Source: an optimization exercise on an open RTL-to-GDS flow (aim: small area). Production flows keep margins and buffers that such runs may drop. Only simulation tests tie the RTL to the original design; equivalence was not proved. In every run shown here, the design's own scripts or RTL, not TritonCTS, make the clock network. The clock port is modelled as an ideal driver, which makes a skipped or thinned clock tree look cheaper than it is; a real chip needs a root buffer or a tree. Power figures rest on the tool's default switching activity, not on a simulated workload.

$ cat flow/flow/run.sh
#!/bin/bash
# The standard ORFS layout with these changes in how the layout is made:
#  - ABC maps the logic with an area-recovery script (flow/abc_area.script)
#    in place of ORFS's abc_area.script; registers are untouched;
#  - every port still gets a buffer, of the smallest buffer cell;
#  - the clock tree is built by flow/custom_cts.tcl in place of TritonCTS:
#    clock port -> one inv_4 -> clkbuf_8 cells (6 leaves each) -> one inv_16
#    per compact cluster of at most 32 flip-flops, so every flip-flop's clock
#    passes the same three levels; the rest of ORFS's CTS step
#    (legalisation, timing repair) runs unchanged.
# Each step's log is in orfs/logs; make's output is in standard.log.
set -o pipefail
rm -rf scripts_area
cp -r "$FLOW_HOME/scripts" scripts_area
cp flow/abc_area.script scripts_area/abc_area.script
sed -i "s|^log_cmd clock_tree_synthesis {\*}\$cts_args|source $PWD/flow/custom_cts.tcl\ncustom_cts clock sky130_fd_sc_hd__inv_4 sky130_fd_sc_hd__clkbuf_8 6 sky130_fd_sc_hd__inv_16 32|" scripts_area/cts.tcl
grep -q "^custom_cts clock" scripts_area/cts.tcl || { echo "cts.tcl patch failed"; exit 1; }
export BUFFER_PORTS_ARGS="-buffer_cell sky130_fd_sc_hd__buf_1"
bash standard.sh SCRIPTS_DIR="$PWD/scripts_area" finish > standard.log 2>&1
$ cat flow/config.mk
export PLATFORM = sky130hd
export DESIGN_NAME = cpu_top
export DESIGN_NICKNAME = cpu_top
export VERILOG_FILES = /design/flow/design.v
export SDC_FILE = /design/flow/constraint.sdc
export NUM_CORES = 4
export LEC_CHECK = 0
export ABC_AREA = 1
export CAP_MARGIN = 20
export CORE_MARGIN = 2
export CORE_UTILIZATION = 55
export SLEW_MARGIN = 20
$ cat flow/standard.sh
#!/bin/bash
# synth_recipe.tcl (not shown) runs the flow's synth.tcl, then flattens the netlist and writes it again
# the make line also repeats each setting of config.mk as NAME=value (left out here)
make -C /OpenROAD-flow-scripts/flow DESIGN_CONFIG=/design/flow/config.mk WORK_HOME=/design/flow/orfs CLKGATE_MAP_FILE= SYNTH_SCRIPT=/design/flow/synth_recipe.tcl "${@:-finish}"
$ cat flow/flow/custom_cts.tcl
# Clock tree built by hand: the clock port drives one root cell, which drives
# (optionally) a level of middle cells, which drive one leaf cell per cluster
# of flip-flops. Clusters come from recursive bisection of the locations, so
# each is compact; every flip-flop sees the same number of cells of the same
# kinds on its clock path. With inverting cells the number of inverting levels
# must be even.

proc cts_split {items k} {
  # items: list of {x y object}; k: number of clusters wanted
  if {$k <= 1} { return [list $items] }
  set xs {}; set ys {}
  foreach it $items { lappend xs [lindex $it 0]; lappend ys [lindex $it 1] }
  set xs [lsort -integer $xs]; set ys [lsort -integer $ys]
  set dx [expr {[lindex $xs end] - [lindex $xs 0]}]
  set dy [expr {[lindex $ys end] - [lindex $ys 0]}]
  set axis [expr {$dx >= $dy ? 0 : 1}]
  set sorted [lsort -integer -index $axis $items]
  set k1 [expr {$k / 2}]
  set n [llength $sorted]
  set n1 [expr {int(round(double($n) * $k1 / $k))}]
  set a [lrange $sorted 0 [expr {$n1 - 1}]]
  set b [lrange $sorted $n1 end]
  return [concat [cts_split $a $k1] [cts_split $b [expr {$k - $k1}]]]
}

proc cts_pin {master dir} {
  foreach mt [$master getMTerms] {
    if {[$mt getSigType] ne "SIGNAL"} { continue }
    if {[$mt getIoType] eq $dir} { return [$mt getName] }
  }
  error "no $dir pin on [$master getName]"
}

# Drive the objects in each cluster from a new cell at the cluster's centre.
# objects are ITerms; returns a list of {x y input-ITerm} for the new cells.
proc cts_level {clusters master prefix} {
  set block [ord::get_db_block]
  set in_pin [cts_pin $master INPUT]
  set out_pin [cts_pin $master OUTPUT]
  set result {}
  set i 0
  foreach cl $clusters {
    set cx 0; set cy 0
    foreach it $cl { incr cx [lindex $it 0]; incr cy [lindex $it 1] }
    set m [llength $cl]
    set cx [expr {$cx / $m}]; set cy [expr {$cy / $m}]
    set net [odb::dbNet_create $block "${prefix}_net_$i"]
    $net setSigType CLOCK
    set inst [odb::dbInst_create $block $master "${prefix}_$i"]
    foreach it $cl {
      set iterm [lindex $it 2]
      $iterm disconnect
      $iterm connect $net
    }
    [$inst findITerm $out_pin] connect $net
    $inst setLocation $cx $cy
    $inst setPlacementStatus PLACED
    lappend result [list $cx $cy [$inst findITerm $in_pin]]
    incr i
  }
  return $result
}

proc custom_cts {clk_port root_cell mid_cell mid_fanout leaf_cell leaf_fanout} {
  set db [ord::get_db]
  set block [ord::get_db_block]
  set clk_net [$block findNet $clk_port]

  set items {}
  foreach it [$clk_net getITerms] {
    set box [[$it getInst] getBBox]
    lappend items [list [expr {([$box xMin] + [$box xMax]) / 2}] \
                        [expr {([$box yMin] + [$box yMax]) / 2}] $it]
  }
  set n [llength $items]
  set k [expr {($n + $leaf_fanout - 1) / $leaf_fanout}]
  puts "custom_cts: $n sinks, $k leaf cells $leaf_cell"
  set level [cts_level [cts_split $items $k] [$db findMaster $leaf_cell] clk_leaf]
  if {$mid_cell ne ""} {
    set km [expr {([llength $level] + $mid_fanout - 1) / $mid_fanout}]
    puts "custom_cts: $km middle cells $mid_cell"
    set level [cts_level [cts_split $level $km] [$db findMaster $mid_cell] clk_mid]
  }
  set level [cts_level [list $level] [$db findMaster $root_cell] clk_root]
  [lindex $level 0 2] connect $clk_net
  set_propagated_clock [all_clocks]
}
$ cat flow/flow/abc_area.script
strash
&get -n
&deepsyn -T 60
&put
dch -f
amap
topo
$ cat flow/design.v
`timescale 1ns/100ps
package cpu_pkg;
    typedef logic [31:0] word_t;
    typedef logic [4:0]  reg_index_t;
    typedef enum logic [1:0] {
        SIZE_BYTE = 2'd0,
        SIZE_HALF = 2'd1,
        SIZE_WORD = 2'd2
    } mem_size_t;
    typedef enum logic [4:0] {
        OPC_LOAD   = 5'b00000,
        OPC_OP_IMM = 5'b00100,
        OPC_AUIPC  = 5'b00101,
        OPC_STORE  = 5'b01000,
        OPC_OP     = 5'b01100,
        OPC_LUI    = 5'b01101,
        OPC_BRANCH = 5'b11000,
        OPC_JALR   = 5'b11001,
        OPC_JAL    = 5'b11011
    } opcode_t;
    typedef enum logic [3:0] {
        ALU_ADD, ALU_SUB, ALU_SLT, ALU_SLTU, ALU_XOR,
        ALU_OR, ALU_AND, ALU_SLL, ALU_SRL, ALU_SRA
    } alu_op_t;
    typedef enum logic [2:0] {
        BR_EQ  = 3'b000,
        BR_NE  = 3'b001,
        BR_LT  = 3'b100,
        BR_GE  = 3'b101,
        BR_LTU = 3'b110,
        BR_GEU = 3'b111
    } branch_cond_t;
    typedef enum logic [3:0] {
        CLASS_ALU_REG, CLASS_ALU_IMM, CLASS_LUI, CLASS_AUIPC, CLASS_BRANCH,
        CLASS_JAL, CLASS_JALR, CLASS_LOAD, CLASS_STORE, CLASS_SKIP
    } instr_class_t;
    localparam word_t INSTR_BYTES = 32'd4;
endpackage
`timescale 1ns/100ps
`timescale 1ns/100ps
module register_file (
    input  logic       clock,
    input  logic       clear,         
    input  logic       write_enable,
    input  logic [4:0] rd,
    input  logic       rd_bit,
    input  logic [4:0] rs,
    output logic       rs_bit
);
    logic [31:0] taps;
    logic        wbit;
    logic [3:0]  sel_hi;    
    logic [7:0]  sel_lo;    
    assign taps[0] = 1'b0;
    assign wbit    = rd_bit && !clear;
    for (genvar j = 0; j < 4; j++) begin : g_hi
        assign sel_hi[j] = clear || (write_enable && rd[4:3] == 2'(j));
    end
    for (genvar i = 0; i < 8; i++) begin : g_lo
        assign sel_lo[i] = clear || rd[2:0] == 3'(i);
    end
    for (genvar r = 1; r < 32; r++) begin : g_reg
        logic [31:0] bits;
        logic        sel;
        assign sel = sel_hi[r / 8] && sel_lo[r % 8];
        always_ff @(posedge clock) begin
            bits <= {sel ? wbit : bits[0], bits[31:1]};
        end
        assign taps[r] = bits[0];
    end
    assign rs_bit = taps[rs];
endmodule
`timescale 1ns/100ps
`timescale 1ns/100ps
`timescale 1ns/100ps
`timescale 1ns/100ps
module cpu_top #(
    parameter cpu_pkg::word_t RESET_ADDRESS = 32'h0
) (
    input  logic               clock,
    input  logic               reset,
    output cpu_pkg::word_t     memory_address,
    input  cpu_pkg::word_t     memory_data_in,
    output cpu_pkg::word_t     memory_data_out,
    output cpu_pkg::mem_size_t memory_data_size,
    output logic               memory_enable,
    output logic               memory_operation,  
    input  logic               memory_ready
);
    typedef enum logic [3:0] {
        S_CLR,     
        S_FADDR,   
        S_FREQ,    
        S_FWAIT,   
        S_R2,      
        S_E1,      
        S_ROT,     
        S_E2,      
        S_M2,      
        S_LWAIT,   
        S_LE2      
    } state_t;
    state_t      st;
    logic [4:0]  cnt;
    logic        first;
    logic        last;
    assign first = (cnt == 5'd0);
    assign last  = (cnt == 5'd31);
    cpu_pkg::word_t ins;
    logic [4:0] opc;
    logic [2:0] f3;
    logic       valid;
    logic       is_opimm, is_op, is_alu, is_lui, is_auipc, is_jal, is_jalr;
    logic       is_br, is_load, is_store, is_mem;
    logic       alu_shift, alu_slt, alu_plain;
    logic       sll, sra;
    assign ins       = memory_data_in;
    assign opc       = ins[6:2];
    assign f3        = ins[14:12];
    assign valid     = (ins[1:0] == 2'b11);
    assign is_opimm  = valid && opc == 5'b00100;
    assign is_op     = valid && opc == 5'b01100;
    assign is_alu    = is_opimm || is_op;
    assign is_lui    = valid && opc == 5'b01101;
    assign is_auipc  = valid && opc == 5'b00101;
    assign is_jal    = valid && opc == 5'b11011;
    assign is_jalr   = valid && opc == 5'b11001;
    assign is_br     = valid && opc == 5'b11000 && f3[2:1] != 2'b01;
    assign is_load   = valid && opc == 5'b00000 && f3[1:0] != 2'b11 && f3 != 3'b110;
    assign is_store  = valid && opc == 5'b01000 && !f3[2] && f3[1:0] != 2'b11;
    assign is_mem    = is_load || is_store;
    assign alu_shift = is_alu && f3[1:0] == 2'b01;
    assign alu_slt   = is_alu && f3[2:1] == 2'b01;
    assign alu_plain = is_alu && !alu_shift && !alu_slt;
    assign sll       = !f3[2];
    assign sra       = ins[30];
    cpu_pkg::word_t pc_q;        
    cpu_pkg::word_t dout_q;      
    logic [4:0]     sidx;        
    logic           lu;          
    logic           flag;        
    logic           carry_a;
    logic           carry_b;
    assign memory_data_out = dout_q;
    logic       pcb;
    logic       rb;        
    logic [4:0] rs_idx, rd_idx;
    logic       we, wd, clear;
    assign pcb     = pc_q[0];
    assign rs_idx  = (st == S_R2) ? ins[24:20] : (st == S_M2) ? sidx : ins[19:15];
    assign rd_idx  = (st == S_LE2) ? sidx : ins[11:7];
    assign clear   = (st == S_CLR);
    register_file u_register_file (
        .clock, .clear, .write_enable(we), .rd(rd_idx), .rd_bit(wd),
        .rs(rs_idx), .rs_bit(rb)
    );
    logic        m_all;    
    logic        m_hi;     
    logic        m_lo;     
    logic [15:0] hi_bits;
    logic [7:0]  lo_bits;
    logic        sign;
    logic        lim;      
    logic        immb;
    assign m_all   = memory_data_in[cnt];
    assign hi_bits = {{4{ins[31]}}, ins[31:20]};
    assign m_hi    = hi_bits[cnt[3:0]];
    assign lo_bits = {3'b000, ins[11:7]};
    assign m_lo    = lo_bits[cnt[2:0]];
    assign sign    = ins[31];
    always_comb begin
        case (memory_data_size)
            cpu_pkg::SIZE_BYTE: lim = (cnt[4:3] == 2'b00);
            cpu_pkg::SIZE_HALF: lim = !cnt[4];
            default:            lim = 1'b1;
        endcase
    end
    always_comb begin
        if (st == S_LE2)
            immb = lim ? m_all : (!lu && (memory_data_size[0] ? ins[15] : ins[7]));
        else if (is_lui || is_auipc)
            immb = (cnt >= 5'd12) && m_all;
        else if (is_jal)
            immb = first ? 1'b0 : (cnt < 5'd11) ? m_hi : (cnt == 5'd11) ? ins[20] :
                   (cnt < 5'd20) ? m_all : sign;
        else if (is_store)
            immb = (cnt < 5'd5) ? m_lo : (cnt < 5'd16) ? m_hi : sign;
        else if (is_br)
            immb = first ? 1'b0 : (cnt < 5'd5) ? m_lo : (cnt < 5'd11) ? m_hi :
                   (cnt == 5'd11) ? ins[7] : sign;
        else
            immb = cnt[4] ? sign : m_hi;
    end
    logic a, b, bb, binv, cin_b, sum_b, cin_a, sum_a, k2;
    logic use_pc, use_r2;
    logic eq_in, lt_s, lt_u, uns, cond;
    assign use_pc = is_auipc || is_jal || (is_br && st == S_E2);
    assign use_r2 = is_op || (is_br && st == S_E1);
    assign a      = use_pc ? pcb : rb;
    assign b      = use_r2 ? dout_q[0] : immb;
    assign binv   = (st == S_E1) &&
                    ((is_op && f3 == 3'b000 && ins[30]) || alu_slt || is_br);
    assign bb     = b ^ binv;
    assign cin_b  = first ? binv : carry_b;
    assign sum_b  = a ^ bb ^ cin_b;
    assign k2     = (cnt == 5'd2);
    assign cin_a  = first ? 1'b0 : carry_a;
    assign sum_a  = pcb ^ k2 ^ cin_a;
    always_ff @(posedge clock) begin
        carry_b <= (a & bb) | (a & cin_b) | (bb & cin_b);
        carry_a <= (pcb & k2) | (pcb & cin_a) | (k2 & cin_a);
    end
    assign eq_in = (first || flag) && (a == b);
    assign lt_s  = (a != b) ? a : sum_b;
    assign lt_u  = (a != b) ? b : sum_b;
    assign uns   = is_br ? f3[1] : f3[0];
    assign cond  = ((is_br && !f3[2]) ? eq_in : (uns ? lt_u : lt_s)) ^ (is_br && f3[0]);
    always_ff @(posedge clock) begin
        if (st == S_E1) flag <= last ? cond : eq_in;
    end
    logic below_shamt;
    assign below_shamt = (cnt < sidx);
    always_comb begin
        we = 1'b0;
        wd = 1'b0;
        case (st)
            S_E1: begin
                if (alu_plain) begin
                    we = 1'b1;
                    case (f3)
                        3'b100:  wd = a ^ b;
                        3'b110:  wd = a | b;
                        3'b111:  wd = a & b;
                        default: wd = sum_b;
                    endcase
                end else if (is_lui) begin
                    we = 1'b1;
                    wd = immb;
                end else if (is_auipc) begin
                    we = 1'b1;
                    wd = sum_b;
                end else if (is_jal || is_jalr) begin
                    we = 1'b1;
                    wd = sum_a;
                end
            end
            S_E2: begin
                if (alu_slt) begin
                    we = 1'b1;
                    wd = first && flag;
                end else if (alu_shift) begin
                    we = 1'b1;
                    wd = dout_q[0] && !(sll && below_shamt);
                end
            end
            S_LE2: begin
                we = 1'b1;
                wd = immb;
            end
            default: ;
        endcase
    end
    logic pc_in;
    always_comb begin
        case (st)
            S_CLR: pc_in = RESET_ADDRESS[cnt];
            S_E1: begin
                if (is_jal || is_jalr || is_mem) pc_in = sum_b && !(is_jalr && first);
                else if (alu_shift || alu_slt || is_br) pc_in = pcb;
                else pc_in = sum_a;
            end
            S_E2:    pc_in = (is_br && flag) ? sum_b : sum_a;
            S_M2:    pc_in = dout_q[0];
            default: pc_in = pcb;
        endcase
    end
    always_ff @(posedge clock) begin
        pc_q <= {pc_in, pc_q[31:1]};
    end
    logic dsh, din, fill;
    assign fill = sll ? dout_q[0] : (sra && dout_q[31]);
    always_comb begin
        dsh = 1'b0;
        din = fill;
        case (st)
            S_E1: begin
                if (is_mem) begin
                    dsh = 1'b1;
                    din = sum_a;
                end else if (alu_shift || use_r2) begin
                    dsh = 1'b1;
                    din = rb;
                end
            end
            S_R2: begin
                dsh = 1'b1;
                din = rb;
            end
            S_ROT: dsh = sll ? !below_shamt : below_shamt;
            S_E2:  dsh = alu_shift;
            S_M2: begin
                dsh = 1'b1;
                din = rb && lim;
            end
            default: ;
        endcase
    end
    always_ff @(posedge clock) begin
        if (dsh) dout_q <= {din, dout_q[31:1]};
    end
    always_ff @(posedge clock) begin
        if (st == S_E1 && alu_shift && cnt < 5'd5) sidx <= {b, sidx[4:1]};
        else if (st == S_E1 && last && is_mem) sidx <= is_store ? ins[24:20] : ins[11:7];
    end
    always_ff @(posedge clock) begin
        if ((st == S_FADDR || st == S_M2) && first) memory_address <= pc_q;
        if (st == S_FADDR && first) begin
            memory_operation <= 1'b0;
            memory_data_size <= cpu_pkg::SIZE_WORD;
        end else if (st == S_E1 && last && is_mem) begin
            memory_operation <= is_store;
            memory_data_size <= cpu_pkg::mem_size_t'(f3[1:0]);
            lu               <= f3[2];
        end
    end
    always_ff @(posedge clock or posedge reset) begin
        if (reset) begin
            st            <= S_CLR;
            cnt           <= 5'd0;
            memory_enable <= 1'b0;
        end else begin
            cnt <= cnt + 5'd1;
            case (st)
                S_CLR: if (last) st <= S_FADDR;
                S_FADDR: if (first) st <= S_FREQ;
                S_FREQ: begin
                    if (!memory_ready) begin
                        memory_enable <= 1'b1;
                        st            <= S_FWAIT;
                    end
                end
                S_FWAIT: begin
                    if (memory_operation) begin
                        if (memory_ready) begin
                            memory_enable <= 1'b0;
                            st            <= S_FADDR;
                        end
                    end else if (memory_ready && last) st <= (is_op || is_br) ? S_R2 : S_E1;
                end
                S_R2: if (last) st <= S_E1;
                S_E1: begin
                    if (last) begin
                        if (is_mem) begin
                            memory_enable <= 1'b0;
                            st            <= S_M2;
                        end else if (alu_shift) begin
                            st <= S_ROT;
                        end else if (alu_slt || is_br) begin
                            st <= S_E2;
                        end else begin
                            memory_enable <= 1'b0;
                            st            <= S_FADDR;
                        end
                    end
                end
                S_ROT: if (last) st <= S_E2;
                S_E2: begin
                    if (last) begin
                        memory_enable <= 1'b0;
                        st            <= S_FADDR;
                    end
                end
                S_M2: begin
                    if (!memory_operation && !memory_enable && !memory_ready)
                        memory_enable <= 1'b1;
                    if (last) begin
                        if (memory_operation) st <= S_FREQ;
                        else if (memory_enable && memory_ready) st <= S_LE2;
                        else st <= S_LWAIT;
                    end
                end
                S_LWAIT: begin
                    if (!memory_enable && !memory_ready) memory_enable <= 1'b1;
                    if (memory_enable && memory_ready && last) st <= S_LE2;
                end
                S_LE2: begin
                    if (last) begin
                        memory_enable <= 1'b0;
                        st            <= S_FADDR;
                    end
                end
                default: st <= S_CLR;
            endcase
        end
    end
endmodule
$ cat flow/constraint.sdc
create_clock -name core_clock -period 11.0 [get_ports {clock}]
set_input_delay 2.2000 -clock core_clock [delete_from_list [all_inputs] [get_ports {clock}]]
set_output_delay 2.2000 -clock core_clock [all_outputs]
set_load 0.01 [all_outputs]
==> reports/qor.csv, run 1 <==
metric;value;unit
outcome;finished clean;
Crit Reg-Reg Startpoint;st[0];
max incr delay on CP;0.51;ns
post-cts sizing count;0;
crit end category;register;
Die H;219.4;um
GRT Residual Overflow;0;
Crit path buffers/inverters;5;
Post-DP Area;26710;um2
dpl hpwl;26430;um
residual DRC count;0;
Yosys cell types;43;
vias in the first global route;10790;
Area growth syn-to-layout;7.750;%
Post-synth EDFFs;71;
Cells after Synth;1599;
Multi-input gate area;2278;um2
worst skew pair latency;0.60;ns
cts hold-fix bufs;0;
hold path start;u_register_file.g_reg[26].bits[11];
Worst-path clk slew;0.11;ns
Max-Slew Margin vs Limit;0.5307;
most common cell in the synthesized netlist;dfxtp_1;
Port Buffer Count;102;
total power;6.269;mW
initial core utilization;0.5601;
max-slew violation count;0;
Ports;103;
hold endpoint;u_register_file.g_reg[26].bits[10];
Top FF cell, synth;dfxtp_1;
Hold WS;0.3053;ns
CP required;11.48;ns
Final Cell Area;27500;um2
sequential element share of the synthesized area;0.9003;
TNS Setup;0;ns
fill count;3504;
share of cells above drive strength 1;0.02860;
clock skew;0.05821;ns
Net Count, Synth;1647;
grt met3 use;0.01843;
DP Worst Slack;3.413;ns
die span in x;219.4;um
busiest layer in global routing;met2;
initial antenna violation count;0;
worst-margin pin slew;0.6986;ns
Final period util;0.6363;
GPL Wtd Cong;0.8586;
RR Endpoint;u_register_file.g_reg[28].bits[31];
cell taking the most area after synthesis;dfxtp_1;
detailed-route wire length per cell;16.39;um
die area;48150;um2
cell total after placement;2306;
fin cells;2350;
grt met2 use;0.2508;
Routed Wire Length;38520;um
Sequential cell area;22980;um2
GR Util met1;0.2384;
core footprint;45580;um2
FF+latch count, synth;1110;
fin util;0.6035;
RSZ-0062 raised after global routing;false;
mean post-synth cell area;15.96;um2
crit path time final;6.999;ns
Max Cap Viol;0;
Arrival @ worst endpoint;7.48;ns
Synth top area share;0.8070;
Synth top cells by count;dfxtp_1, nor2_1, clkinv_1, edfxtp_1, a21oi_1;
1st-iter DRT viols;593;
CP max stage cell;a21oi_1;
WHS Path Cells;0;
crit-path leading delay family;compound AO/OA/AOI/OAI gates;
VDD IR max;0.0001743;V
post-route setup slack;4.001;ns
R2R depth;25;
Synth warnings;2;
postcts setup bufs;0;
Tightest Hold Check Type;reg2reg;
Post-Syn Area;25530;um2
pwr/cell area;227.9;nW/um2
Synth area leaders;dfxtp_1, edfxtp_1, nor2_1;
Max FO, Critical Path;31;
number of core rows;78;
final setup fails;0;
NumNets Final;1798;
CP startpoint kind;input pin;
GRT Overall Usage;0.1600;
first-pass GRT wire length;60220;um
Fin. Hold Viols;0;
Vias;11040;
pin count of the biggest net entering global routing;33;
type of the worst setup path;in2reg;
Lkg Pwr;10.44;nW
Post-synth ARST share;0.009009;
vias per inst;4.698;
Worst R2R Setup Slack;4.90;ns
Routed Antenna Nets;0;
router iterations before antenna repair;5;
highest clock rate;142.9;MHz
==> cell type report <==
cell class	count	share of cell area
Multi-Input combinational cell	415	0.08284
Timing Repair Buffer	107	0.01529
Tap cell	600	0.02730
Antenna cell	2	0.0001820
Sequential cell	1110	0.8356
Inverter	110	0.03580
Buffer	6	0.003002
==> kinds of logic (layout without fill, tap and decap cells) <==
kind of cell	count (synthesis)	after routing	share of synthesized area
buffers and inverters	74	223	0.01088
adder cells (fa/ha/maj)	13	13	0.006960
AO/OA/AOI/OAI	179	179	0.04583
other	0	2	0
flip-flops	1110	1110	0.9003
AND/OR/NAND/NOR	223	223	0.03598
==> power by group <==
part | internal (mW) | leakage, nW | switching (mW)
Combinational | 0.116 | 1.01 | 0.276
Clock | 0.258 | 0.390 | 1.32
Sequential | 4.23 | 9.04 | 0.0675
Total | 4.61 | 10.4 | 1.66
==> layout by cell type, fill, tap and decap left out, types with 2 or more instances in the layout <==
master and n:
a22oi_1 2, nand3_1 8, o21a_1 20, o22a_1 5, nor3_1 18, o41ai_1 2, o32ai_1 3, edfxtp_1 71
o221ai_1 3, a21oi_1 58, a2111oi_0 2, a32o_1 2, nor4_1 4, o32a_1 2, dfxtp_1 1029, o21ai_0 20
a32oi_1 2, nand2_1 33, clkbuf_8 6, or2_0 5, a211oi_1 6, a31oi_1 9, fa_1 2, ha_1 11
buf_1 102, a311oi_1 2, clkinv_1 74, dfrtp_1 10, o22ai_1 21, nor2_1 145, a222oi_1 6, or3_1 4
nor3b_1 2, inv_16 35, buf_4 5, diode_2 2, a221oi_1 4
==> state kept, by name (all words and copies together), names as in the netlist, 2 cells and up <==
signal                  flops
memory_address             32
memory_data_size            2
dout_q                     32
sidx                        5
st                          4
cnt                         5
u_register_file.g.bits    992
pc_q                       32
==> metal layers <==
metal,vias up,part of all wire
met3,72,0.045
li1,5508,-
met2,227,0.42
met1,5234,0.51
met4,0,0.027
met5,-,0
==> how the worst max path moves through the flow <==
stage | start | to | cells past startpoint
floorplan | memory_data_in[3] | u_register_file.g_reg[1].bits[31] | 25
global placement | memory_data_in[3] | u_register_file.g_reg[22].bits[31] | 27
detailed placement | memory_data_in[3] | u_register_file.g_reg[29].bits[31] | 27
CTS | memory_data_in[3] | u_register_file.g_reg[29].bits[31] | 27
global route | memory_data_in[3] | u_register_file.g_reg[28].bits[31] | 27
finish | memory_data_in[3] | u_register_file.g_reg[28].bits[31] | 27
==> inputs of run 2 (changes only) <==
==> flow/flow/run.sh (replaced) <==
#!/bin/bash
# The standard ORFS layout with these changes in how the layout is made:
#  - ABC maps the logic with an area-recovery script (flow/abc_area.script)
#    in place of ORFS's abc_area.script; registers are untouched;
#  - every port still gets a buffer, of the smallest buffer cell;
#  - the clock tree is built by flow/custom_cts.tcl in place of TritonCTS:
#    clock port -> one inv_4 -> clkbuf_16 cells (about 6 leaves each) -> one
#    inv_16 per compact cluster of at most 40 flip-flops, so every
#    flip-flop's clock passes the same three levels; a cluster whose
#    estimated clock-pin slew is above 118 ps is split in two. The rest of
#    ORFS's CTS step (legalisation, timing repair) runs unchanged.
# Each step's log is in orfs/logs; make's output is in standard.log.
set -o pipefail
rm -rf scripts_area
cp -r "$FLOW_HOME/scripts" scripts_area
cp flow/abc_area.script scripts_area/abc_area.script
sed -i "s|^log_cmd clock_tree_synthesis {\*}\$cts_args|source $PWD/flow/custom_cts.tcl\ncustom_cts clock sky130_fd_sc_hd__inv_4 sky130_fd_sc_hd__clkbuf_16 6 sky130_fd_sc_hd__inv_16 40\ncts_fix_leaves 0.118 8|" scripts_area/cts.tcl
grep -q "^custom_cts clock" scripts_area/cts.tcl || { echo "cts.tcl patch failed"; exit 1; }
export BUFFER_PORTS_ARGS="-buffer_cell sky130_fd_sc_hd__buf_1"
bash standard.sh SCRIPTS_DIR="$PWD/scripts_area" finish > standard.log 2>&1
--- a/flow/flow/custom_cts.tcl
+++ b/flow/flow/custom_cts.tcl
@@ -87 +87,58 @@
 }
+
+# Worst slew over the input pins on a net, from the current parasitics.
+proc cts_net_worst_slew {net_name} {
+  set worst 0
+  foreach pin [get_pins -of_objects [get_nets $net_name]] {
+    if {[get_property $pin direction] ne "input"} { continue }
+    set s [expr {max([get_property $pin slew_max_rise], [get_property $pin slew_max_fall])}]
+    if {$s > $worst} { set worst $s }
+  }
+  return $worst
+}
+
+# Split every leaf cluster whose worst clock-pin slew is above target (in the
+# library's time unit) into two, each driven by its own leaf cell at the same
+# parent, until none is above target.
+proc cts_fix_leaves {target max_iter} {
+  set block [ord::get_db_block]
+  set n_new 0
+  for {set iter 0} {$iter < $max_iter} {incr iter} {
+    detailed_placement
+    estimate_parasitics -placement
+    set bad {}
+    foreach inst [$block getInsts] {
+      if {![string match "clk_leaf_*" [$inst getName]]} { continue }
+      set master [$inst getMaster]
+      set out [$inst findITerm [cts_pin $master OUTPUT]]
+      set net [$out getNet]
+      set w [cts_net_worst_slew [$net getName]]
+      if {$w > $target} { lappend bad $inst }
+    }
+    puts "cts_fix_leaves: pass $iter, [llength $bad] leaf clusters above $target"
+    if {[llength $bad] == 0} { return }
+    foreach inst $bad {
+      set master [$inst getMaster]
+      set in [$inst findITerm [cts_pin $master INPUT]]
+      set out [$inst findITerm [cts_pin $master OUTPUT]]
+      set parent [$in getNet]
+      set net [$out getNet]
+      set items {}
+      foreach it [$net getITerms] {
+        if {[$it getInst] eq $inst} { continue }
+        set box [[$it getInst] getBBox]
+        lappend items [list [expr {([$box xMin] + [$box xMax]) / 2}] \
+                            [expr {([$box yMin] + [$box yMax]) / 2}] $it]
+      }
+      set halves [cts_split $items 2]
+      set new [cts_level [list [lindex $halves 1]] $master "clk_leaf_x$n_new"]
+      [lindex $new 0 2] connect $parent
+      # move the kept leaf cell to the centre of its half
+      set cx 0; set cy 0
+      foreach it [lindex $halves 0] { incr cx [lindex $it 0]; incr cy [lindex $it 1] }
+      set m [llength [lindex $halves 0]]
+      $inst setLocation [expr {$cx / $m}] [expr {$cy / $m}]
+      incr n_new
+    }
+  }
+}
--- a/flow/config.mk
+++ b/flow/config.mk
@@ -10,3 +10,3 @@
 export CORE_MARGIN = 2
-export CORE_UTILIZATION = 55
+export CORE_UTILIZATION = 65
 export SLEW_MARGIN = 20
==> reports/qor.csv, run 2 <==
metric;value;unit
outcome;finished clean;
Tightest Hold Check Type;reg2reg;
Post-synth EDFFs;71;
FF+latch count, synth;1110;
type of the worst setup path;in2reg;
first-pass GRT wire length;70520;um
largest family of logic cells by synthesized area;compound AO/OA/AOI/OAI gates;
1st-iter DRT viols;977;
Cells after Synth;1596;
Synth top area share;0.8075;
Fin. Hold Viols;0;
commonest cells after routing, fill and taps aside;dfxtp_1, nor2_1, buf_1;
Die H;202.1;um
worst-margin pin slew;1.125;ns
Worst R2R Setup Slack;4.07;ns
clock skew;0.1490;ns
vias per inst;5.027;
crit end category;register;
vias in the first global route;11730;
cell total after placement;2220;
Vias;11400;
initial core utilization;0.6586;
Net Count, Synth;1644;
TNS Setup;0;ns
worst skew pair latency;0.64;ns
Max-Slew Margin vs Limit;0.2421;
Synth top cells by count;dfxtp_1, nor2_1, clkinv_1, edfxtp_1, a21oi_1;
VDD IR max;0.0002435;V
Post-Syn Area;25510;um2
die area;40850;um2
pwr/cell area;212.4;nW/um2
most common cell in the synthesized netlist;dfxtp_1;
max-slew violation count;0;
Post-synth ARST share;0.009009;
most common cell after layout, fill and taps aside;dfxtp_1;
Worst-path clk slew;0.11;ns
die span in x;202.1;um
GRT Overall Usage;0.2267;
Area growth syn-to-layout;7.921;%
Ports;103;
Top FF cell, synth;dfxtp_1;
GPL Wtd Cong;0.9183;
dpl hpwl;27900;um
Synth area leaders;dfxtp_1, edfxtp_1, nor2_1;
Adder-Cell Fraction of Synth Area;0.006964;
multiplexer share of the synthesized area;0;
sequential element share of the synthesized area;0.9008;
router iterations before antenna repair;5;
residual DRC count;0;
final setup fails;0;
pin count of the biggest net entering global routing;41;
cts hold-fix bufs;0;
Port Buffer Count;102;
fin util;0.7108;
detailed-route wire length per cell;20.49;um
GRT Residual Overflow;0;
core footprint;38740;um2
fin cells;2267;
Max FO, Critical Path;31;
XOR/XNOR Fraction of Synth Area;0;
number of core rows;72;
Lkg Pwr;10.49;nW
share of cells above drive strength 1;0.03032;
Post-Synth Simple-Gate Area;0.03237;
Synth warnings;2;
cell taking the most area after synthesis;dfxtp_1;
Routed Wire Length;46440;um
mean post-synth cell area;15.98;um2
max reg flops;992;
CP startpoint kind;input pin;
Final period util;0.6444;
Yosys cell types;41;
post-cts sizing count;0;
NumNets Final;1798;
postcts setup bufs;0;
initial antenna violation count;0;
Arrival @ worst endpoint;7.45;ns
Largest Register;u_register_file.g.bits;
CP required;11.36;ns
total power;5.847;mW
Routed Antenna Nets;0;
Max Cap Viol;0;
crit path time final;7.088;ns
highest clock rate;141.1;MHz
RSZ-0062 raised after global routing;false;
Compound-Gate Fraction of Synth Area;0.04806;
-- run 2: metal layers --
layer	share of wire	up-vias	track usage
met3	0.048	105	0.02515
met1	0.45	5462	0.3243
met4	0.027	0	0.05448
li1	-	5488	-
met2	0.47	341	0.3776
met5	0	-	0
-- run 2: worst max-delay path: stages --
cell	delay [ns]
buf_1	0.23
clkinv_1	0.26
o21ai_0	0.94
clkinv_1	0.46
a211oi_1	0.33
a21oi_1	0.07
o22a_1	0.22
nor2_1	0.09
nor2_1	0.06
nor2_1	0.09
or3b_1	0.10
o21ai_0	0.14
clkinv_1	0.16
nand2_1	0.06
o21ai_0	0.11
fa_1	0.51
nor2_1	0.13
a31oi_1	0.06
a222oi_1	0.31
nor2_1	0.11
a311oi_4	0.24
buf_4	0.39
a21oi_1	0.14
-- run 2: cell type report --
| class | count | area, um2 |
|---|---|---|
| Sequential cell | 1110 | 22980 |
| Antenna cell | 1 | 2.502 |
| Fill cell | 2344 | 11200 |
| Buffer | 5 | 125.1 |
| Tap cell | 518 | 648.1 |
| Timing Repair Buffer | 106 | 412.9 |
| Inverter | 121 | 1107 |
| Multi-Input combinational cell | 406 | 2255 |
-- run 2: final timing paths --
| path | depth (start not counted) | end | start |
|---|---|---|---|
| max in group asynchronous | 2 | cnt[3] | reset |
| setup reg to reg | 24 | u_register_file.g_reg[24].bits[31] | st[0] |
| min in group asynchronous | 2 | cnt[1] | reset |
| hold reg to reg | 0 | u_register_file.g_reg[31].bits[6] | u_register_file.g_reg[31].bits[7] |
| setup / recovery | 23 | u_register_file.g_reg[24].bits[31] | memory_data_in[13] |
| hold / removal | 0 | u_register_file.g_reg[31].bits[6] | u_register_file.g_reg[31].bits[7] |
-- run 2: metrics by stage --
step | hold WS, ns | setup WS, ns | cell area [um2]
6_report | 0.2014 | 3.912 | 27530
5_1_grt | 0.2194 | 3.576 | 27530
4_1_cts | 0.2075 | 4.049 | 27530
3_5_place_dp | 0.3121 | 3.522 | 26600
3_3_place_gp | 0.3103 | 3.611 | 26600
2_1_floorplan | 0.3096 | 3.350 | 25510
-- run 2: cells by family (layout without fill, tap and decap cells) --
kind of cell             after synthesis  count (layout)
AO/OA/AOI/OAI                        188             188
adder cells (fa/ha/maj)               13              13
buffers and inverters                 80             232
flip-flops                          1110            1110
other                                  0               1
AND/OR/NAND/NOR                      205             205
-- run 2: report_power, final --
part / internal (mW) / switching, mW
Sequential: 4.06 / 0.000231
Combinational: 0.0172 / 0.0361
Clock: 0.324 / 1.41
Total: 4.40 / 1.45
==> inputs of run 3 (changes only) <==
--- a/flow/flow/run.sh
+++ b/flow/flow/run.sh
@@ -7,3 +7,3 @@
 #    clock port -> one inv_4 -> clkbuf_16 cells (about 6 leaves each) -> one
-#    inv_16 per compact cluster of at most 40 flip-flops, so every
+#    inv_16 per compact cluster of at most 34 flip-flops, so every
 #    flip-flop's clock passes the same three levels; a cluster whose
@@ -16,3 +16,3 @@
 cp flow/abc_area.script scripts_area/abc_area.script
-sed -i "s|^log_cmd clock_tree_synthesis {\*}\$cts_args|source $PWD/flow/custom_cts.tcl\ncustom_cts clock sky130_fd_sc_hd__inv_4 sky130_fd_sc_hd__clkbuf_16 6 sky130_fd_sc_hd__inv_16 40\ncts_fix_leaves 0.118 8|" scripts_area/cts.tcl
+sed -i "s|^log_cmd clock_tree_synthesis {\*}\$cts_args|source $PWD/flow/custom_cts.tcl\ncustom_cts clock sky130_fd_sc_hd__inv_4 sky130_fd_sc_hd__clkbuf_16 6 sky130_fd_sc_hd__inv_16 34\ncts_fix_leaves 0.118 8|" scripts_area/cts.tcl
 grep -q "^custom_cts clock" scripts_area/cts.tcl || { echo "cts.tcl patch failed"; exit 1; }
--- a/flow/config.mk
+++ b/flow/config.mk
@@ -10,3 +10,3 @@
 export CORE_MARGIN = 2
-export CORE_UTILIZATION = 65
+export CORE_UTILIZATION = 55
 export SLEW_MARGIN = 20
==> reports/qor.csv, run 3 <==
metric;value;unit
dpl hpwl;26280;um
Sequential cell area;22980;um2
Post-DP Area;26700;um2
core footprint;45580;um2
Cells after Synth;1596;
residual DRC count;0;
initial core utilization;0.5598;
met3 wire length;1674;um
hold path start;u_register_file.g_reg[15].bits[9];
outcome;finished clean;
cell taking the most area after synthesis;dfxtp_1;
pin count of the biggest net entering global routing;35;
Fin. Hold Viols;0;
Routed Antenna Nets;0;
most common cell after layout, fill and taps aside;dfxtp_1;
fin util;0.6042;
router iterations before antenna repair;8;
total power;5.725;mW
most used cell, CP;nor2_1;
initial antenna violation count;1;
1st-iter DRT viols;756;
crit path time final;7.204;ns
GRT Residual Overflow;0;
Multi-input gate area;2255;um2
Top FF cell, synth;dfxtp_1;
Synth warnings;2;
type of the worst setup path;in2reg;
sequential element share of the synthesized area;0.9008;
die area;48120;um2
Routed Wire Length;39100;um
Vias;10980;
CP startpoint kind;input pin;
Synth top area share;0.8075;
FF+latch count, synth;1110;
Max Cap Viol;0;
max reg flops;992;
most common cell in the synthesized netlist;dfxtp_1;
fin cells;2343;
CP max stage cell;fa_1;
Final period util;0.6549;
post-cts sizing count;0;
TNS Setup;0;ns
GPL Wtd Cong;0.8471;
Largest Register;u_register_file.g.bits;
Max-Slew Margin vs Limit;0.2279;
Synth area leaders;dfxtp_1, edfxtp_1, nor2_1;
Synth top cells by count;dfxtp_1, nor2_1, clkinv_1, edfxtp_1, a21oi_1;
NumNets Final;1793;
VDD IR max;0.0001863;V
clock power share;0.282;
GRT Overall Usage;0.1602;
worst-margin pin slew;1.146;ns
Post-synth EDFFs;71;
worst skew pair latency;0.53;ns
Area growth syn-to-layout;7.940;%
vias in the first global route;10660;
Final Cell Area;27540;um2
cts hold-fix bufs;0;
pwr/cell area;207.9;nW/um2
die span in x;219.4;um
final setup fails;0;
NetSw;1.355;mW
Worst-path clk slew;0.10;ns
met2 WL;16360;um
Port Buffer Count;102;
mean post-synth cell area;15.98;um2
Post-synth ARST share;0.009009;
detailed-route wire length per cell;16.69;um
Crit Reg-Reg Startpoint;st[2];
number of core rows;78;
RSZ-0062 raised after global routing;false;
DRT met1 WL;20120;um
clock skew;0.04207;ns
crit-path leading delay family;compound AO/OA/AOI/OAI gates;
Max FO, Critical Path;31;
Arrival @ worst endpoint;7.62;ns
max-slew violation count;0;
Die H;219.4;um
Post-Syn Area;25510;um2
crit-path cells;buf_1 -> clkinv_1 -> or3_1 -> nor2_1 -> o21ai_0 -> clkinv_1 -> a211oi_1 -> a21oi_1 -> o22a_1 -> nor2_1 -> nor2_1 -> nor2_1 -> or3b_1 -> o21ai_0 -> clkinv_1 -> o21ai_0 -> fa_1 -> nor2_1 -> a31oi_1 -> a222oi_1 -> nor2_1 -> a311oi_4 -> buf_4 -> a21oi_1;
Crit path buffers/inverters;5;
Highest Signal Layer;met4;
Net Count, Synth;1644;
Tightest Hold Check Type;reg2reg;
postcts setup bufs;0;
Ports;103;
highest clock rate;138.8;MHz
fill count;3510;
share of cells above drive strength 1;0.02754;
Ant. Diodes;0;
first-pass GRT wire length;60000;um
Worst setup startpoint;memory_data_in[5];
commonest cells after routing, fill and taps aside;dfxtp_1, nor2_1, buf_1;
max incr delay on CP;0.53;ns
CP required;11.41;ns
switching share of power;0.2368;
sequential group share of total power;0.708;
Int Power;4.369;mW
cell total after placement;2302;
Yosys cell types;41;
Lkg Pwr;10.45;nW
vias per inst;4.685;
crit end category;register;
Gate power share;0.009;
-- run 3: cell counts after synthesis --
No cell type changed its count.
-- run 3: final timing paths --
check / cells after the start / slack [ns] / endpoint
worst max register to register: 24 / 4.21 / u_register_file.g_reg[1].bits[31]
min in group asynchronous: 2 / 1.60 / cnt[4]
worst min register to register: 0 / 0.30 / u_register_file.g_reg[15].bits[8]
max in group asynchronous: 2 / 9.12 / cnt[0]
worst max-delay path: 24 / 3.80 / u_register_file.g_reg[1].bits[31]
worst min-delay path: 0 / 0.30 / u_register_file.g_reg[15].bits[8]
-- run 3: worst register-to-register path, cell delays in order (launching register included) --
cell       delay (ns)
dfrtp_1          0.49
nor2_1           0.26
nand2_1          0.12
nor2_1           0.36
clkinv_1         0.25
o21ai_0          0.38
nor2_1           0.18
a221oi_1         0.79
nor2_1           0.33
a22o_1           0.28
a2111oi_0        0.35
a31oi_1          0.11
nor2_1           0.14
o32a_1           0.26
nand2_1          0.08
o21ai_0          0.16
clkinv_1         0.22
fa_1             0.59
nor2_1           0.14
a31oi_1          0.05
a222oi_1         0.31
nor2_1           0.11
a311oi_4         0.24
buf_4            0.37
a21oi_1          0.14
-- run 3: power by group through the flow --
stage | Combinational [mW] | Sequential [mW] | Clock, mW
final | 0.0534 | 4.05 | 1.62
after global routing | 0.0587 | 4.06 | 1.82
after CTS | 0.0530 | 4.05 | 1.68
after detailed placement | 0.0527 | 4.15 | 0
after global placement | 0.0535 | 4.15 | 0
after floorplan | 0.0301 | 4.15 | 0
-- run 3: logic make-up after synthesis --
| family | after synthesis | synth area share |
|---|---|---|
| simple gates | 205 | 0.03237 |
| flops | 1110 | 0.9008 |
| compound gates | 188 | 0.04806 |
| fa+ha+maj | 13 | 0.006964 |
| buf+inv | 80 | 0.01177 |
-- run 3: layout make-up --
type | instances | area share
buffer | 6 | 0.005452
inverter | 115 | 0.03585
multi-input combinational | 406 | 0.08188
sequential | 1110 | 0.8346
tap | 600 | 0.02726
timing repair buffer | 106 | 0.01499
-- run 3: metrics by stage --
step | hold WS (ns) | setup slack (ns)
detailed placement | 0.3121 | 3.296
finish | 0.3050 | 3.796
global placement | 0.3098 | 3.412
global route | 0.3104 | 3.454
floorplan | 0.3096 | 3.350
CTS | 0.3022 | 3.874
-- run 3: routing by layer --
layer	vias up	global-route usage
met3	63	0.01843
met4	0	0.03536
li1	5501	-
met1	5188	0.2457
met2	224	0.2457
met5	-	0
==> inputs of run 4 (changes only) <==
--- a/flow/design.v
+++ b/flow/design.v
@@ -311,4 +311,4 @@
     always_ff @(posedge clock) begin
-        if (st == S_E1 && alu_shift && cnt < 5'd5) sidx <= {b, sidx[4:1]};
-        else if (st == S_E1 && last && is_mem) sidx <= is_store ? ins[24:20] : ins[11:7];
+        if (st == S_E1 && (alu_shift || is_mem) && cnt < 5'd5)
+            sidx <= {alu_shift ? b : is_store ? m_hi : m_lo, sidx[4:1]};
     end
==> reports/qor.csv, run 4 <==
metric;value;unit
most common cell in the synthesized netlist;dfxtp_1;
Post-synth ARST share;0.009009;
Post-Syn Area;25400;um2
FF+latch count, synth;1110;
Die H;218.9;um
CP required;11.39;ns
crit-path cells;buf_1 -> clkinv_1 -> a2111oi_0 -> nor4_1 -> o32ai_1 -> o221a_1 -> o311a_1 -> a211oi_1 -> nor3_1 -> a21oi_1 -> nor2_1 -> o21ai_0 -> o21ai_0 -> clkinv_1 -> o21ai_0 -> fa_1 -> o2111ai_1 -> o21ai_0 -> a311oi_1 -> o41ai_1 -> a31oi_2 -> buf_4 -> a21oi_1;
pin count of the biggest net entering global routing;35;
GPL Wtd Cong;0.9206;
die span in x;218.9;um
CP startpoint kind;input pin;
Synth top cells by count;dfxtp_1, nor2_1, edfxtp_1, clkinv_1, a21oi_1;
Ports;103;
cell taking the most area after synthesis;dfxtp_1;
highest clock rate;146.8;MHz
Top FF cell, synth;dfxtp_1;
share of cells above drive strength 1;0.02725;
NetSw;1.780;mW
Gate power share;0.042;
Fin. Hold Viols;0;
TNS Setup;0;ns
clock skew;0.03689;ns
Synth top area share;0.8109;
Yosys cell types;40;
Lkg Pwr;10.50;nW
die area;47930;um2
cell total after placement;2284;
vias in the first global route;10670;
Post-synth EDFFs;71;
Synth warnings;2;
post-cts sizing count;0;
WHS Path Cells;0;
RSZ-0062 raised after global routing;false;
vias per inst;4.662;
number of core rows;78;
outcome;finished clean;
postcts setup bufs;0;
GRT Residual Overflow;0;
Arrival @ worst endpoint;7.20;ns
most used cell, CP;o21ai_0;
router iterations before antenna repair;5;
Tightest Hold Check Type;reg2reg;
Max Cap Viol;0;
detailed-route wire length per cell;16.79;um
VDD IR max;0.0001659;V
NumNets Final;1774;
cts hold-fix bufs;0;
CP max stage cell;fa_1;
Worst-path clk slew;0.11;ns
pwr/cell area;262.4;nW/um2
fin cells;2328;
clock power share;0.222;
R2R depth;24;
max reg flops;992;
Final period util;0.6193;
switching share of power;0.2475;
most common cell after layout, fill and taps aside;dfxtp_1;
Routed Wire Length;39080;um
max-slew violation count;0;
first-pass GRT wire length;60350;um
commonest cells after routing, fill and taps aside;dfxtp_1, nor2_1, buf_1;
Synth area leaders;dfxtp_1, edfxtp_1, nor2_1;
final setup fails;0;
initial antenna violation count;0;
Port Buffer Count;102;
worst-margin pin slew;0.8794;ns
Net Count, Synth;1626;
crit path time final;6.812;ns
Largest Register;u_register_file.g.bits;
1st-iter DRT viols;608;
Max-Slew Margin vs Limit;0.4137;
dpl hpwl;26840;um
Max FO, Critical Path;31;
Cells after Synth;1579;
sequential group share of total power;0.737;
crit end category;register;
type of the worst setup path;in2reg;
max incr delay on CP;0.53;ns
Routed Antenna Nets;0;
core footprint;45480;um2
worst skew pair latency;0.54;ns
Vias;10850;
Area growth syn-to-layout;7.880;%
mean post-synth cell area;16.09;um2
residual DRC count;0;
initial core utilization;0.5586;
GRT Overall Usage;0.1621;
sequential element share of the synthesized area;0.9046;
Int Power;5.413;mW
==> run 4: worst paths after layout <==
| check | startpoint | end | slack (ns) |
|---|---|---|---|
| worst max-delay path | memory_data_in[12] | u_register_file.g_reg[27].bits[31] | 4.19 |
| worst min-delay path | u_register_file.g_reg[11].bits[2] | u_register_file.g_reg[11].bits[1] | 0.30 |
| worst max register to register | st[2] | u_register_file.g_reg[27].bits[31] | 4.33 |
| worst min register to register | u_register_file.g_reg[11].bits[2] | u_register_file.g_reg[11].bits[1] | 0.30 |
| max in group asynchronous | reset | cnt[0] | 9.15 |
| min in group asynchronous | reset | st[1] | 1.58 |
==> run 4: area by class of cell <==
cell class,count,area (um2)
inverters,104,929.6
plain buffers,6,150.1
well taps,600,750.7
fillers,3499,18070
flip-flops and latches,1110,22980
diodes,3,7.507
repair buffers,106,412.9
multi-input cells,399,2173
==> run 4: cells by family (layout without fill, tap and decap cells) <==
logic type / Yosys count / after routing / share of synthesized area
AND/OR/NAND/NOR: 216 / 216 / 0.03477
AO/OA/AOI/OAI: 171 / 171 / 0.04374
flip-flops: 1110 / 1110 / 0.9046
adder cells (fa/ha/maj): 12 / 12 / 0.006501
buffers and inverters: 70 / 216 / 0.01034
other: 0 / 3 / 0
==> run 4: per-stage QoR <==
step	setup slack [ns]	hold WS [ns]	total power, mW	cell area [um2]	util
after global routing	3.676	0.3031	7.523	27400	0.6025
final	4.188	0.3048	7.192	27410	0.6026
after floorplan	3.830	0.3096	5.456	25400	-
after global placement	3.761	0.3101	5.670	26570	0.5843
after CTS	4.233	0.2980	7.275	27390	0.6023
after detailed placement	3.690	0.3121	5.693	26570	0.5843
==> run 4: critical path, delay by kind of cell <==
kind,cells,cell delay (ns)
AOI/OAI and AO/OA,15,2.95
buffers and inverters,4,1.07
adders and majority gates,1,0.53
and+or+nand+nor,3,0.44
==> run 4: power by group through the flow <==
stage | Clock [mW] | Combinational [mW] | Sequential, mW
after floorplan | 0 | 0.188 | 5.27
final | 1.59 | 0.300 | 5.30
after detailed placement | 0 | 0.297 | 5.40
after global routing | 1.79 | 0.336 | 5.40
after CTS | 1.65 | 0.299 | 5.32
after global placement | 0 | 0.295 | 5.37
==> run 4: layer usage <==
metal | vias up | wire [um] | track usage
met5 | - | 0 | 0
met3 | 77 | 2006 | 0.02024
met4 | 0 | 1316 | 0.04662
met1 | 5078 | 19340 | 0.2390
met2 | 266 | 16420 | 0.2542
li1 | 5432 | - | -
==> inputs of run 5 (changes only) <==
--- a/flow/flow/run.sh
+++ b/flow/flow/run.sh
@@ -6,3 +6,3 @@
 #  - the clock tree is built by flow/custom_cts.tcl in place of TritonCTS:
-#    clock port -> one inv_4 -> clkbuf_16 cells (about 6 leaves each) -> one
+#    clock port -> one clkbuf_8 -> inv_12 cells (about 6 leaves each) -> one
 #    inv_16 per compact cluster of at most 34 flip-flops, so every
@@ -16,3 +16,3 @@
 cp flow/abc_area.script scripts_area/abc_area.script
-sed -i "s|^log_cmd clock_tree_synthesis {\*}\$cts_args|source $PWD/flow/custom_cts.tcl\ncustom_cts clock sky130_fd_sc_hd__inv_4 sky130_fd_sc_hd__clkbuf_16 6 sky130_fd_sc_hd__inv_16 34\ncts_fix_leaves 0.118 8|" scripts_area/cts.tcl
+sed -i "s|^log_cmd clock_tree_synthesis {\*}\$cts_args|source $PWD/flow/custom_cts.tcl\ncustom_cts clock sky130_fd_sc_hd__clkbuf_8 sky130_fd_sc_hd__inv_12 6 sky130_fd_sc_hd__inv_16 34\ncts_fix_leaves 0.118 8|" scripts_area/cts.tcl
 grep -q "^custom_cts clock" scripts_area/cts.tcl || { echo "cts.tcl patch failed"; exit 1; }
==> reports/qor.csv, run 5 <==
metric;value;unit
outcome;finished clean;
switching share of power;0.2531;
GRT Residual Overflow;0;
post-cts sizing count;0;
Synth top area share;0.8109;
Post-synth EDFFs;71;
clock power share;0.218;
crit-path cells;buf_1 -> clkinv_1 -> a2111oi_0 -> nor4_1 -> o32ai_1 -> o221a_1 -> o311a_1 -> a211oi_1 -> nor3_1 -> a21oi_1 -> nor2_1 -> o21ai_0 -> o21ai_0 -> clkinv_1 -> o21ai_0 -> fa_1 -> o2111ai_1 -> o21ai_0 -> a311oi_1 -> o41ai_1 -> a31oi_2 -> buf_4 -> a21oi_1;
final setup fails;0;
1st-iter DRT viols;694;
Lkg Pwr;10.47;nW
Max FO, Critical Path;31;
number of core rows;78;
pwr/cell area;261.7;nW/um2
Gate power share;0.042;
most common cell in the synthesized netlist;dfxtp_1;
max reg flops;992;
postcts setup bufs;0;
Cells after Synth;1579;
Compound-Gate Fraction of Synth Area;0.04374;
residual DRC count;0;
Tightest Hold Check Type;reg2reg;
hold endpoint;u_register_file.g_reg[11].bits[1];
multiplexer share of the synthesized area;0;
dpl hpwl;26840;um
Port Buffer Count;102;
most used cell, CP;o21ai_0;
NetSw;1.812;mW
commonest cells after routing, fill and taps aside;dfxtp_1, nor2_1, buf_1;
Routed Antenna Nets;0;
type of the worst setup path;in2reg;
Post-Syn Area;25400;um2
highest clock rate;149.9;MHz
router iterations before antenna repair;6;
Largest Register;u_register_file.g.bits;
post-route setup slack;4.329;ns
Synth area leaders;dfxtp_1, edfxtp_1, nor2_1;
die span in x;218.9;um
core footprint;45480;um2
R2R depth;24;
pin count of the biggest net entering global routing;35;
Worst R2R Setup Slack;4.35;ns
Area growth syn-to-layout;7.703;%
Yosys cell types;40;
CP required;11.57;ns
Max Cap Viol;0;
TNS Setup;0;ns
FF+latch count, synth;1110;
Crit Reg-Reg Startpoint;st[2];
initial core utilization;0.5586;
cts hold-fix bufs;0;
Hold WS;0.3062;ns
Synth top cells by count;dfxtp_1, nor2_1, edfxtp_1, clkinv_1, a21oi_1;
largest family of logic cells by synthesized area;compound AO/OA/AOI/OAI gates;
NumNets Final;1774;
Routed Wire Length;39050;um
Post-synth ARST share;0.009009;
Net Count, Synth;1626;
Final period util;0.6065;
hold path start;u_register_file.g_reg[11].bits[2];
Final Cell Area;27360;um2
most common cell after layout, fill and taps aside;dfxtp_1;
CP max stage cell;fa_1;
Post-DP Area;26570;um2
sequential group share of total power;0.740;
vias per inst;4.669;
Arrival @ worst endpoint;7.24;ns
first-pass GRT wire length;60290;um
Max-Slew Margin vs Limit;0.4105;
vias in the first global route;10660;
Top FF cell, synth;dfxtp_1;
DP Worst Slack;3.690;ns
Int Power;5.348;mW
mean post-synth cell area;16.09;um2
Die H;218.9;um
CP startpoint kind;input pin;
GPL Wtd Cong;0.9206;
VDD IR max;0.0001659;V
sequential element share of the synthesized area;0.9046;
worst-margin pin slew;0.8843;ns
Fin. Hold Viols;0;
Synth warnings;2;
worst skew pair latency;0.70;ns
GRT Overall Usage;0.1618;
clock skew;0.03452;ns
WHS Path Cells;0;
share of cells above drive strength 1;0.02725;
max-slew violation count;0;
crit end category;register;
XOR/XNOR Fraction of Synth Area;0;
Ports;103;
RR Endpoint;u_register_file.g_reg[10].bits[31];
die area;47930;um2
detailed-route wire length per cell;16.77;um
initial antenna violation count;0;
RSZ-0062 raised after global routing;false;
Worst-path clk slew;0.11;ns
max incr delay on CP;0.53;ns
cell taking the most area after synthesis;dfxtp_1;
Adder-Cell Fraction of Synth Area;0.006501;
crit path time final;6.671;ns
Post-Synth Simple-Gate Area;0.03477;
Vias;10870;
run 5: cell types whose count changed in the layout (fill, tap and decap cells not counted):
cell | previous run | this run
clkbuf_16 | 6 | 0
inv_4 | 1 | 0
clkbuf_8 | 0 | 1
inv_12 | 0 | 6
run 5: cell families after synthesis:
| family | count (synthesis) |
|---|---|
| flops | 1110 |
| buf+inv | 70 |
| simple gates | 216 |
| compound gates | 171 |
| fa+ha+maj | 12 |
run 5: worst max path at each step:
stage                                    endpoint  slack (ns)  cells after the start          startpoint
5_1_grt        u_register_file.g_reg[18].bits[31]        3.76                     25               st[2]
3_3_place_gp    u_register_file.g_reg[1].bits[31]        3.76                     23  memory_data_in[12]
3_5_place_dp   u_register_file.g_reg[10].bits[31]        3.69                     23  memory_data_in[14]
6_report       u_register_file.g_reg[10].bits[31]        4.33                     23  memory_data_in[12]
4_1_cts        u_register_file.g_reg[27].bits[31]        4.40                     23  memory_data_in[12]
2_1_floorplan   u_register_file.g_reg[1].bits[31]        3.83                     20   memory_data_in[4]
run 5: layout make-up:
type | instances | area (um2)
buffer | 1 | 13.76
inverter | 109 | 1021
timing repair buffer | 106 | 412.9
sequential | 1110 | 22980
tap | 600 | 750.7
antenna | 3 | 7.507
fill | 3502 | 18120
multi-input combinational | 399 | 2173
run 5: critical path: cells and delay by family:
kind | cells | cell delay (ns)
buf+inv | 4 | 1.06
compound gates | 15 | 2.99
simple gates | 3 | 0.44
fa+ha+maj | 1 | 0.53
run 5: metrics by stage:
step / util / power [mW] / std cells
after floorplan: - / 5.456 / 1579
after global placement: 0.5843 / 5.670 / 2284
after detailed placement: 0.5843 / 5.693 / 2284
after CTS: 0.6013 / 7.244 / 2324
after global routing: 0.6015 / 7.491 / 2325
final: 0.6016 / 7.160 / 2328
run 5: power by group through the flow:
stage                     Sequential (mW)  Combinational, mW  Clock [mW]
after global placement               5.37              0.295           0
after floorplan                      5.27              0.188           0
after detailed placement             5.40              0.297           0
after global routing                 5.40              0.336        1.76
final                                5.30              0.300        1.56
after CTS                            5.32              0.299        1.62
run 5: routing by layer:
metal	global-route usage	share of wire
met2	0.2519	0.42
met3	0.02010	0.049
met5	0	0
met4	0.04932	0.036
met1	0.2390	0.50
==> inputs of run 6 (changes only) <==
--- a/flow/flow/run.sh
+++ b/flow/flow/run.sh
@@ -7,3 +7,3 @@
 #    clock port -> one clkbuf_8 -> inv_12 cells (about 6 leaves each) -> one
-#    inv_16 per compact cluster of at most 34 flip-flops, so every
+#    inv_16 per compact cluster of at most 36 flip-flops, so every
 #    flip-flop's clock passes the same three levels; a cluster whose
@@ -16,3 +16,3 @@
 cp flow/abc_area.script scripts_area/abc_area.script
-sed -i "s|^log_cmd clock_tree_synthesis {\*}\$cts_args|source $PWD/flow/custom_cts.tcl\ncustom_cts clock sky130_fd_sc_hd__clkbuf_8 sky130_fd_sc_hd__inv_12 6 sky130_fd_sc_hd__inv_16 34\ncts_fix_leaves 0.118 8|" scripts_area/cts.tcl
+sed -i "s|^log_cmd clock_tree_synthesis {\*}\$cts_args|source $PWD/flow/custom_cts.tcl\ncustom_cts clock sky130_fd_sc_hd__clkbuf_8 sky130_fd_sc_hd__inv_12 6 sky130_fd_sc_hd__inv_16 36\ncts_fix_leaves 0.118 8|" scripts_area/cts.tcl
 grep -q "^custom_cts clock" scripts_area/cts.tcl || { echo "cts.tcl patch failed"; exit 1; }
==> flow/flow/abc_area.script (replaced) <==
strash
&get -n
&deepsyn -T 60
&put
dch -f
amap -m
topo
==> reports/qor.csv, run 6 <==
metric;value;unit
1st-iter DRT viols;692;
post-route setup slack;4.213;ns
most common cell in the synthesized netlist;dfxtp_1;
RSZ-0062 raised after global routing;false;
Ant. Diodes;0;
Largest Register;u_register_file.g.bits;
most common cell after layout, fill and taps aside;dfxtp_1;
Cells after Synth;1578;
hold path start;u_register_file.g_reg[12].bits[4];
worst-margin pin slew;0.8829;ns
GRT Residual Overflow;0;
Synth top cells by count;dfxtp_1, nor2_1, edfxtp_1, clkinv_1, a21oi_1;
CP startpoint kind;input pin;
router iterations before antenna repair;5;
max reg flops;992;
R2R depth;25;
GRT Overall Usage;0.1570;
die span in x;218.9;um
Port Buffer Count;102;
max-slew violation count;0;
Routed Antenna Nets;0;
crit end category;register;
Post-synth ARST share;0.009009;
die area;47930;um2
Max-Slew Margin vs Limit;0.4099;
Fin. Hold Viols;0;
outcome;finished clean;
Max Cap Viol;0;
vias in the first global route;10430;
Lkg Pwr;10.53;nW
Ports;103;
CP required;11.57;ns
Net Count, Synth;1625;
number of core rows;78;
share of cells above drive strength 1;0.02670;
type of the worst setup path;in2reg;
Area growth syn-to-layout;7.540;%
DP Worst Slack;3.522;ns
Synth warnings;2;
Vias;10880;
WHS Path Cells;0;
Worst R2R Setup Slack;4.26;ns
RR Endpoint;u_register_file.g_reg[14].bits[31];
most used cell, CP;o21ai_0;
Crit path buffers/inverters;3;
pwr/cell area;260.5;nW/um2
Top FF cell, synth;dfxtp_1;
vias per inst;4.684;
hold endpoint;u_register_file.g_reg[12].bits[3];
Post-synth EDFFs;71;
residual DRC count;0;
fin util;0.6007;
Routed Wire Length;38660;um
worst skew pair latency;0.71;ns
Arrival @ worst endpoint;7.36;ns
max incr delay on CP;0.60;ns
cts hold-fix bufs;0;
core footprint;45480;um2
Yosys cell types;42;
Crit Reg-Reg Startpoint;st[2];
cell taking the most area after synthesis;dfxtp_1;
post-cts sizing count;0;
crit path time final;6.787;ns
sequential element share of the synthesized area;0.9046;
Synth area leaders;dfxtp_1, edfxtp_1, nor2_1;
Worst-path clk slew;0.11;ns
final setup fails;0;
TNS Setup;0;ns
commonest cells after routing, fill and taps aside;dfxtp_1, nor2_1, buf_1;
NumNets Final;1772;
mean post-synth cell area;16.10;um2
first-pass GRT wire length;58420;um
VDD IR max;0.0001765;V
Post-Syn Area;25410;um2
Final period util;0.6170;
GPL Wtd Cong;0.8626;
Max FO, Critical Path;31;
postcts setup bufs;0;
Die H;218.9;um
pin count of the biggest net entering global routing;37;
crit-path leading delay family;compound AO/OA/AOI/OAI gates;
highest clock rate;147.3;MHz
crit-path cells;buf_1 -> or3_1 -> or3_1 -> a21oi_1 -> clkinv_1 -> nor2_1 -> nand2_1 -> nand3_1 -> nand2_1 -> o21ai_0 -> a31oi_1 -> nor2_1 -> nor2_1 -> o32ai_1 -> o21ai_0 -> fa_1 -> o2111ai_1 -> o21ai_0 -> nor3_1 -> o21ai_0 -> a31oi_2 -> buf_4 -> a21oi_1;
dpl hpwl;26390;um
CP max stage cell;o32ai_1;
detailed-route wire length per cell;16.64;um
initial core utilization;0.5586;
Synth top area share;0.8108;
FF+latch count, synth;1110;
clock skew;0.03717;ns
Tightest Hold Check Type;reg2reg;
initial antenna violation count;1;
-- run 6: cell count changes in the layout (fill, tap and decap cells not counted), moves of 3 or more --
| cell | previous run | this run |
|---|---|---|
| clkinv_1 | 70 | 67 |
| nand2_1 | 24 | 28 |
| nor2_1 | 148 | 138 |
| a311oi_1 | 3 | 0 |
| diode_2 | 3 | 0 |
-- run 6: worst max path at each step --
stage / start / to / slack (ns) / cells after the start
CTS: st[2] / u_register_file.g_reg[13].bits[31] / 4.20 / 25
detailed placement: memory_data_in[14] / u_register_file.g_reg[23].bits[31] / 3.52 / 21
finish: memory_data_in[2] / u_register_file.g_reg[14].bits[31] / 4.21 / 23
global route: memory_data_in[2] / u_register_file.g_reg[15].bits[31] / 3.62 / 23
global placement: memory_data_in[2] / u_register_file.g_reg[8].bits[31] / 3.64 / 23
floorplan: memory_data_in[4] / u_register_file.g_reg[1].bits[31] / 3.72 / 21
-- run 6: through the flow --
step | hold slack [ns] | total power, mW | area, um2 | std cells
finish | 0.3039 | 7.118 | 27320 | 2323
global route | 0.3070 | 7.435 | 27320 | 2323
CTS | 0.3009 | 7.198 | 27310 | 2322
detailed placement | 0.3121 | 5.685 | 26580 | 2284
global placement | 0.3104 | 5.663 | 26580 | 2284
floorplan | 0.3096 | 5.450 | 25410 | 1578
-- run 6: routing by layer --
metal / wire length [um] / vias up / GRT usage / share of wire
met2: 15970 / 226 / 0.2377 / 0.41
met1: 19970 / 5152 / 0.2418 / 0.52
met3: 1517 / 72 / 0.01566 / 0.039
met4: 1200 / 0 / 0.04437 / 0.031
li1: - / 5432 / - / -
met5: 0 / - / 0 / 0
-- run 6: kinds of logic (layout without fill, tap and decap cells) --
family | Yosys count | count (layout) | synth area share
compound gates | 170 | 170 | 0.04285
fa+ha+maj | 12 | 12 | 0.006501
buf+inv | 67 | 212 | 0.009899
flops | 1110 | 1110 | 0.9046
simple gates | 219 | 219 | 0.03615
-- run 6: layout make-up --
class | instances | area (um2)
fillers | 3494 | 18160
well taps | 600 | 750.7
flip-flops and latches | 1110 | 22980
plain buffers | 1 | 13.76
multi-input cells | 401 | 2187
inverters | 104 | 969.7
repair buffers | 107 | 417.9
-- run 6: power breakdown --
group	internal, mW	leakage [nW]	switching, mW
Combinational	0.0941	0.977	0.206
Sequential	5.02	9.19	0.266
Clock	0.218	0.354	1.31
Total	5.33	10.5	1.79

-- afterwards: timing with drivers on the ports --
How much do the figures lean on ideal ports? The routed layouts below were timed once more, with nothing changed but the port constraints.
Step 1 assumes that a clkbuf_16 drives the clock port and a buf_2 every other input.
Step 2 adds t to the input delays and takes it off the output delays; t is the mean of the earliest and latest rising clock arrival at the registers after step 1. Input paths then give back, and output paths get back, about the clock's delay inside the block.
Slacks: no drivers / after step 1 / after step 2; pairs: no drivers / after step 1.
| run | t, ns | setup WS [ns] | hold slack, ns | latest minus earliest clock arrival (ns) |
|---|---|---|---|---|
| run 1 | 0.620 | 4.001 / 4.026 / 3.406 | 0.305 / 0.305 / 0.305 | 0.060 / 0.060 |
| run 2 | 0.610 | 3.912 / 3.912 / 3.302 | 0.201 / 0.201 / 0.201 | 0.151 / 0.151 |
| run 3 | 0.558 | 3.796 / 3.810 / 3.252 | 0.305 / 0.305 / 0.305 | 0.045 / 0.044 |
| run 4 | 0.565 | 4.188 / 4.198 / 3.633 | 0.305 / 0.305 / 0.305 | 0.039 / 0.039 |
| run 5 | 0.726 | 4.329 / 4.323 / 3.598 | 0.306 / 0.306 / 0.306 | 0.039 / 0.039 |
| run 6 | 0.734 | 4.213 / 4.230 / 3.496 | 0.304 / 0.304 / 0.304 | 0.039 / 0.039 |
After both steps every run listed still meets setup and hold. The setup slack of run 5, which loses most, moves by -0.006 ns with the drivers and by -0.731 ns with both steps.
